Background: an optimization exercise with open tools, aiming at small area and a short achievable clock period. Do not read the settings as production practice.
RTL that was checked went through simulation tests only; none was proved equivalent to the original.
Power figures rest on the tool's default switching activity, not on a simulated workload.

==> inputs of try-xenon <==
// main_memory_responder
module main_memory_responder #(
  parameter int LATENCY = 2,
  parameter int TAG_W   = 8,
  parameter int IDX_W   = 2,
  parameter int DATA_W  = 3
) (
  input  logic                            clock,
  input  logic                            reset,
  input  logic                            req,
  input  logic [2:0]                      req_addr,
  input  logic [TAG_W-1:0]                req_tag,
  output logic [TAG_W+DATA_W-1:0]         resp_line,
  output logic                            resp_valid,
  output logic                            busy,
  input  logic                            wb_valid,
  input  logic [IDX_W+TAG_W+DATA_W-1:0]   wb_line,
  output logic                            wb_ack,
  output logic [7:0]                      rd_count,
  output logic [7:0]                      wb_count
);
  localparam int AW    = TAG_W + IDX_W;
  localparam int DEPTH = 1 << AW;
  localparam int GB    = 4;               
  localparam int NG    = 1 << GB;         
  localparam int LB    = AW - GB;         
  localparam int GS    = 1 << LB;         
  logic [IDX_W-1:0]  wb_idx;
  logic [TAG_W-1:0]  wb_tag;
  logic [DATA_W-1:0] wb_data;
  logic [AW-1:0]     wb_addr;
  assign wb_idx  = wb_line[DATA_W+TAG_W +: IDX_W];
  assign wb_tag  = wb_line[DATA_W +: TAG_W];
  assign wb_data = wb_line[DATA_W-1:0];
  assign wb_addr = {wb_tag, wb_idx};
  logic              wq_valid;
  logic [AW-1:0]     wq_addr;
  logic [DATA_W-1:0] wq_data;
  always_ff @(posedge clock) begin
    wq_valid <= wb_valid;
    wq_addr  <= wb_addr;
    wq_data  <= wb_data;
  end
  logic [DATA_W-1:0] mem_q [DEPTH];
  always_ff @(posedge clock) begin
    if (wq_valid) mem_q[wq_addr] <= wq_data;
  end
  logic busy_q, w1_q, w2_q, resp_q, drain_q;
  logic [AW-1:0]           cap_addr_q;
  logic [TAG_W+DATA_W-1:0] resp_line_q;
  logic                    wb_ack_q;
  logic [7:0]              rd_count_q, wb_count_q;
  always_ff @(posedge clock) begin
  ...
==> module main_memory_responder, before the edit <==
module main_memory_responder #(
  parameter int LATENCY = 2,
  parameter int TAG_W   = 8,
  parameter int IDX_W   = 2,
  parameter int DATA_W  = 3
) (
  input  logic                            clock,
  input  logic                            reset,
  input  logic                            req,
  input  logic [2:0]                      req_addr,
  input  logic [TAG_W-1:0]                req_tag,
  output logic [TAG_W+DATA_W-1:0]         resp_line,
  output logic                            resp_valid,
  output logic                            busy,
  input  logic                            wb_valid,
  input  logic [IDX_W+TAG_W+DATA_W-1:0]   wb_line,
  output logic                            wb_ack,
  output logic [7:0]                      rd_count,
  output logic [7:0]                      wb_count
);
  localparam int AW    = TAG_W + IDX_W;
  localparam int DEPTH = 1 << AW;
  localparam int GB    = 4;               
  localparam int NG    = 1 << GB;         
  localparam int LB    = AW - GB;         
  localparam int GS    = 1 << LB;         
  logic [IDX_W-1:0]  wb_idx;
  logic [TAG_W-1:0]  wb_tag;
  logic [DATA_W-1:0] wb_data;
  logic [AW-1:0]     wb_addr;
  assign wb_idx  = wb_line[DATA_W+TAG_W +: IDX_W];
  assign wb_tag  = wb_line[DATA_W +: TAG_W];
  assign wb_data = wb_line[DATA_W-1:0];
  assign wb_addr = {wb_tag, wb_idx};
  logic              wq_valid;
  logic [AW-1:0]     wq_addr;
  logic [DATA_W-1:0] wq_data;
  always_ff @(posedge clock) begin
    wq_valid <= wb_valid;
    wq_addr  <= wb_addr;
    wq_data  <= wb_data;
  end
  logic [DATA_W-1:0] mem_q [DEPTH];
  always_ff @(posedge clock) begin
    if (wq_valid) mem_q[wq_addr] <= wq_data;
  end
  logic busy_q, w1_q, w2_q, resp_q, drain_q;
  logic [AW-1:0]           cap_addr_q;
  logic [TAG_W+DATA_W-1:0] resp_line_q;
  logic                    wb_ack_q;
  logic [7:0]              rd_count_q, wb_count_q;
  always_ff @(posedge clock) begin
    if (!busy_q) cap_addr_q <= {req_tag, req_addr[IDX_W-1:0]};
  end
  logic              hit_wb, hit_wq;
  logic [DATA_W-1:0] part_q [NG];
  logic              f1_q;
  logic [DATA_W-1:0] f1_data_q;
  logic [DATA_W-1:0] rd_data;
  assign hit_wb = wb_valid && (wb_addr == cap_addr_q);
  assign hit_wq = wq_valid && (wq_addr == cap_addr_q);
  always_ff @(posedge clock) begin
    for (int g = 0; g < NG; g++)
      part_q[g] <= mem_q[{4'(g), cap_addr_q[LB-1:0]}];
    f1_q      <= hit_wb || hit_wq;
    f1_data_q <= hit_wb ? wb_data : wq_data;
  end
  always_comb begin
    rd_data = part_q[cap_addr_q[AW-1:LB]];
    if (f1_q)   rd_data = f1_data_q;
    if (hit_wb) rd_data = wb_data;
  end
  always_ff @(posedge clock or posedge reset) begin
    if (reset) begin
      busy_q      <= 1'b0;
      w1_q        <= 1'b0;
      w2_q        <= 1'b0;
      resp_q      <= 1'b0;
      drain_q     <= 1'b0;
      resp_line_q <= '0;
      wb_ack_q    <= 1'b0;
      rd_count_q  <= '0;
      wb_count_q  <= '0;
    end else begin
      busy_q      <= w1_q || w2_q || (req && !drain_q);
      w1_q        <= !busy_q && req;
      w2_q        <= w1_q && req;
      resp_q      <= req && (w2_q || resp_q);
      drain_q     <= (w1_q || w2_q) && !req;
      if (!req)      resp_line_q <= '0;
      else if (w2_q) resp_line_q <= {cap_addr_q[AW-1:IDX_W], rd_data};
      if (req && w2_q) rd_count_q <= rd_count_q + 8'd1;
      wb_ack_q    <= wb_valid;
      if (wb_valid) wb_count_q <= wb_count_q + 8'd1;
    end
  end
  assign resp_line  = resp_line_q;
  assign resp_valid = resp_q;
  assign busy       = busy_q;
  assign wb_ack     = wb_ack_q;
  assign rd_count   = rd_count_q;
  assign wb_count   = wb_count_q;
endmodule
clock: 5.2 ns
lec_check: 0
cap_margin: 20
core_margin: 2
core_utilization: 45
slew_margin: 20
run.sh (not shown) runs the stock make flow with config.mk's settings and CLKGATE_MAP_FILE= SYNTH_SCRIPT=/design/flow/synth_recipe.tcl, a recipe that flattens the netlist after the stock synthesis.
==> inputs of try-tundra, as changes to try-xenon <==
--- a/flow/design.v
+++ b/flow/design.v
@@ -25,3 +25,4 @@
   localparam int LB    = AW - GB;         
-  localparam int GS    = 1 << LB;         
+  localparam int CB    = AW / 2;          
+  localparam int RB    = AW - CB;         
   logic [IDX_W-1:0]  wb_idx;
@@ -30,2 +31,3 @@
   logic [AW-1:0]     wb_addr;
+  logic [AW-1:0]     rq_addr;
   assign wb_idx  = wb_line[DATA_W+TAG_W +: IDX_W];
@@ -34,13 +36,17 @@
   assign wb_addr = {wb_tag, wb_idx};
-  logic              wq_valid;
-  logic [AW-1:0]     wq_addr;
-  logic [DATA_W-1:0] wq_data;
+  assign rq_addr = {req_tag, req_addr[IDX_W-1:0]};
+  logic [(1<<RB)-1:0] wq_row;
+  logic [(1<<CB)-1:0] wq_col;
+  logic [DATA_W-1:0]  wq_data;
   always_ff @(posedge clock) begin
-    wq_valid <= wb_valid;
-    wq_addr  <= wb_addr;
-    wq_data  <= wb_data;
+    for (int r = 0; r < (1 << RB); r++)
+      wq_row[r] <= wb_valid && (wb_addr[AW-1:CB] == RB'(r));
+    for (int c = 0; c < (1 << CB); c++)
+      wq_col[c] <= (wb_addr[CB-1:0] == CB'(c));
+    wq_data <= wb_data;
   end
-  logic [DATA_W-1:0] mem_q [DEPTH];
+  logic [DATA_W*DEPTH-1:0] mem_q;
   always_ff @(posedge clock) begin
-    if (wq_valid) mem_q[wq_addr] <= wq_data;
+    for (int a = 0; a < DEPTH; a++)
+      if (wq_row[a >> CB] && wq_col[a % (1 << CB)]) mem_q[DATA_W*a +: DATA_W] <= wq_data;
   end
@@ -48,2 +54,4 @@
   logic [AW-1:0]           cap_addr_q;
+  logic                    cap_hit_q;
+  logic [DATA_W-1:0]       cap_data_q;
   logic [TAG_W+DATA_W-1:0] resp_line_q;
@@ -52,5 +60,9 @@
   always_ff @(posedge clock) begin
-    if (!busy_q) cap_addr_q <= {req_tag, req_addr[IDX_W-1:0]};
+    if (!busy_q) begin
+      cap_addr_q <= rq_addr;
+      cap_hit_q  <= wb_valid && (wb_addr == rq_addr);
+      cap_data_q <= wb_data;
+    end
   end
-  logic              hit_wb, hit_wq;
+  logic              hit_wb;
   logic [DATA_W-1:0] part_q [NG];
@@ -60,8 +72,7 @@
   assign hit_wb = wb_valid && (wb_addr == cap_addr_q);
-  assign hit_wq = wq_valid && (wq_addr == cap_addr_q);
   always_ff @(posedge clock) begin
     for (int g = 0; g < NG; g++)
-      part_q[g] <= mem_q[{4'(g), cap_addr_q[LB-1:0]}];
-    f1_q      <= hit_wb || hit_wq;
-    f1_data_q <= hit_wb ? wb_data : wq_data;
+      part_q[g] <= mem_q[DATA_W*{GB'(g), cap_addr_q[LB-1:0]} +: DATA_W];
+    f1_q      <= hit_wb || cap_hit_q;
+    f1_data_q <= hit_wb ? wb_data : cap_data_q;
   end
--- a/flow/config.mk
+++ b/flow/config.mk
@@ -10,2 +10,3 @@
 export CORE_UTILIZATION = 45
+export SETUP_SLACK_MARGIN = 2.7
 export SLEW_MARGIN = 20
==> inputs of try-nickel, as changes to try-xenon <==
--- a/flow/design.v
+++ b/flow/design.v
@@ -25,3 +25,4 @@
   localparam int LB    = AW - GB;         
-  localparam int GS    = 1 << LB;         
+  localparam int CB    = AW / 2;          
+  localparam int RB    = AW - CB;         
   logic [IDX_W-1:0]  wb_idx;
@@ -30,2 +31,3 @@
   logic [AW-1:0]     wb_addr;
+  logic [AW-1:0]     rq_addr;
   assign wb_idx  = wb_line[DATA_W+TAG_W +: IDX_W];
@@ -34,13 +36,17 @@
   assign wb_addr = {wb_tag, wb_idx};
-  logic              wq_valid;
-  logic [AW-1:0]     wq_addr;
-  logic [DATA_W-1:0] wq_data;
+  assign rq_addr = {req_tag, req_addr[IDX_W-1:0]};
+  logic [(1<<RB)-1:0] wq_row_n;    
+  logic [(1<<CB)-1:0] wq_col_n;    
+  logic [DATA_W-1:0]  wq_data;
   always_ff @(posedge clock) begin
-    wq_valid <= wb_valid;
-    wq_addr  <= wb_addr;
-    wq_data  <= wb_data;
+    for (int r = 0; r < (1 << RB); r++)
+      wq_row_n[r] <= !(wb_valid && (wb_addr[AW-1:CB] == RB'(r)));
+    for (int c = 0; c < (1 << CB); c++)
+      wq_col_n[c] <= (wb_addr[CB-1:0] != CB'(c));
+    wq_data <= wb_data;
   end
-  logic [DATA_W-1:0] mem_q [DEPTH];
+  logic [DATA_W*DEPTH-1:0] mem_q;
   always_ff @(posedge clock) begin
-    if (wq_valid) mem_q[wq_addr] <= wq_data;
+    for (int a = 0; a < DEPTH; a++)
+      if (!(wq_row_n[a >> CB] || wq_col_n[a % (1 << CB)])) mem_q[DATA_W*a +: DATA_W] <= wq_data;
   end
@@ -48,2 +54,4 @@
   logic [AW-1:0]           cap_addr_q;
+  logic                    cap_hit_q;
+  logic [DATA_W-1:0]       cap_data_q;
   logic [TAG_W+DATA_W-1:0] resp_line_q;
@@ -52,5 +60,20 @@
   always_ff @(posedge clock) begin
-    if (!busy_q) cap_addr_q <= {req_tag, req_addr[IDX_W-1:0]};
+    if (!busy_q) begin
+      cap_addr_q <= rq_addr;
+      cap_hit_q  <= wb_valid && (wb_addr == rq_addr);
+      cap_data_q <= wb_data;
+    end
   end
-  logic              hit_wb, hit_wq;
+  logic [7:0] sela_q, selb_q;
+  always_ff @(posedge clock) begin
+    if (!busy_q) begin
+      for (int i = 0; i < 8; i++) begin
+        sela_q[i] <= (rq_addr[2:0] == 3'(i));
+        selb_q[i] <= (rq_addr[5:3] == 3'(i));
+      end
+    end
+  end
+  logic              hit_wb;
+  logic [DATA_W-1:0] lvla [DEPTH/8];
+  logic [DATA_W-1:0] lvlb [NG];
   logic [DATA_W-1:0] part_q [NG];
@@ -60,8 +83,18 @@
   assign hit_wb = wb_valid && (wb_addr == cap_addr_q);
-  assign hit_wq = wq_valid && (wq_addr == cap_addr_q);
+  always_comb begin
+    for (int j = 0; j < DEPTH/8; j++) begin
+      lvla[j] = '0;
+      for (int i = 0; i < 8; i++)
+        lvla[j] = lvla[j] | (mem_q[DATA_W*(8*j+i) +: DATA_W] & {DATA_W{sela_q[i]}});
+    end
+    for (int g = 0; g < NG; g++) begin
+      lvlb[g] = '0;
+      for (int i = 0; i < 8; i++)
+        lvlb[g] = lvlb[g] | (lvla[8*g+i] & {DATA_W{selb_q[i]}});
+    end
+  end
   always_ff @(posedge clock) begin
-    for (int g = 0; g < NG; g++)
-      part_q[g] <= mem_q[{4'(g), cap_addr_q[LB-1:0]}];
-    f1_q      <= hit_wb || hit_wq;
-    f1_data_q <= hit_wb ? wb_data : wq_data;
+    for (int g = 0; g < NG; g++) part_q[g] <= lvlb[g];
+    f1_q      <= hit_wb || cap_hit_q;
+    f1_data_q <= hit_wb ? wb_data : cap_data_q;
   end
--- a/flow/config.mk
+++ b/flow/config.mk
@@ -10,2 +10,3 @@
 export CORE_UTILIZATION = 45
+export SETUP_SLACK_MARGIN = 2.9
 export SLEW_MARGIN = 20
==> notes.md <==
Worst slew margin relative to its limit: try-tundra 14.5%; try-xenon 18.2%; try-nickel 17.5%
Final cycle utilization of the critical path: try-tundra 52.0%; try-xenon 67.9%; try-nickel 48.1%
Cell area after synthesis: try-tundra 129,000 µm²; try-xenon 126,000 µm²; try-nickel 120,000 µm²
Number of antenna violations at the first check in global routing: try-tundra 46; try-xenon 24; try-nickel 15
Min Tclk post-route: try-tundra 2710 ps; try-xenon 3530 ps; try-nickel 2500 ps
Outcome: try-tundra complete, no violations; try-xenon complete, no violations; try-nickel complete, no violations
First-pass GRT wire length: try-tundra 488,000 µm; try-xenon 468,000 µm; try-nickel 501,000 µm
Number of cells traversed by the worst register-to-register path: try-tundra 8; try-xenon 5; try-nickel 5
Clock latency on the worst-skew pair: try-tundra 900 ps; try-xenon 930 ps; try-nickel 940 ps
ANT cells: try-tundra 70; try-xenon 2; try-nickel 7
Static power due to leakage: try-tundra 48.0 nW; try-xenon 43.6 nW; try-nickel 41.5 nW
Worst-case hold slack: try-tundra 452 ps; try-xenon 422 ps; try-nickel 434 ps
Tapcells: try-tundra 3,762; try-xenon 3,724; try-nickel 3,533
Critical path data arrival time: try-tundra 3430 ps; try-xenon 4120 ps; try-nickel 1460 ps
Worst clock skew: try-tundra 61.7 ps; try-xenon 56.3 ps; try-nickel 52.5 ps
No functional check of the RTL was part of try-tundra.

[afterwards: timing with drivers on the ports]
Ports are ideal in the flow. The routed layouts listed here were re-timed in OpenROAD. Step 1, drivers: a clkbuf_16 drives clock and a buf_2 each remaining input, both assumed. Step 2 also shifts input and output timing later by t, the mid clock arrival at the registers, as if the neighbouring blocks saw the same clock. a / b / c = ideal / step 1 / step 2; a / b = the first two.
run | t (ns) | setup slack, ns | worst slew at a driven data input, ns
try-xenon | 0.998 | 1.670 / 1.670 / 1.573 | 0.05
try-tundra | 0.959 | 2.494 / 2.494 / 1.871 | 0.04
try-nickel | 1.019 | 2.697 / 2.595 / 1.804 | 0.30
After both steps every run listed still meets setup and hold. For try-nickel, which loses most, drivers alone change the setup slack by -0.102 ns; drivers and shift together by -0.893 ns.
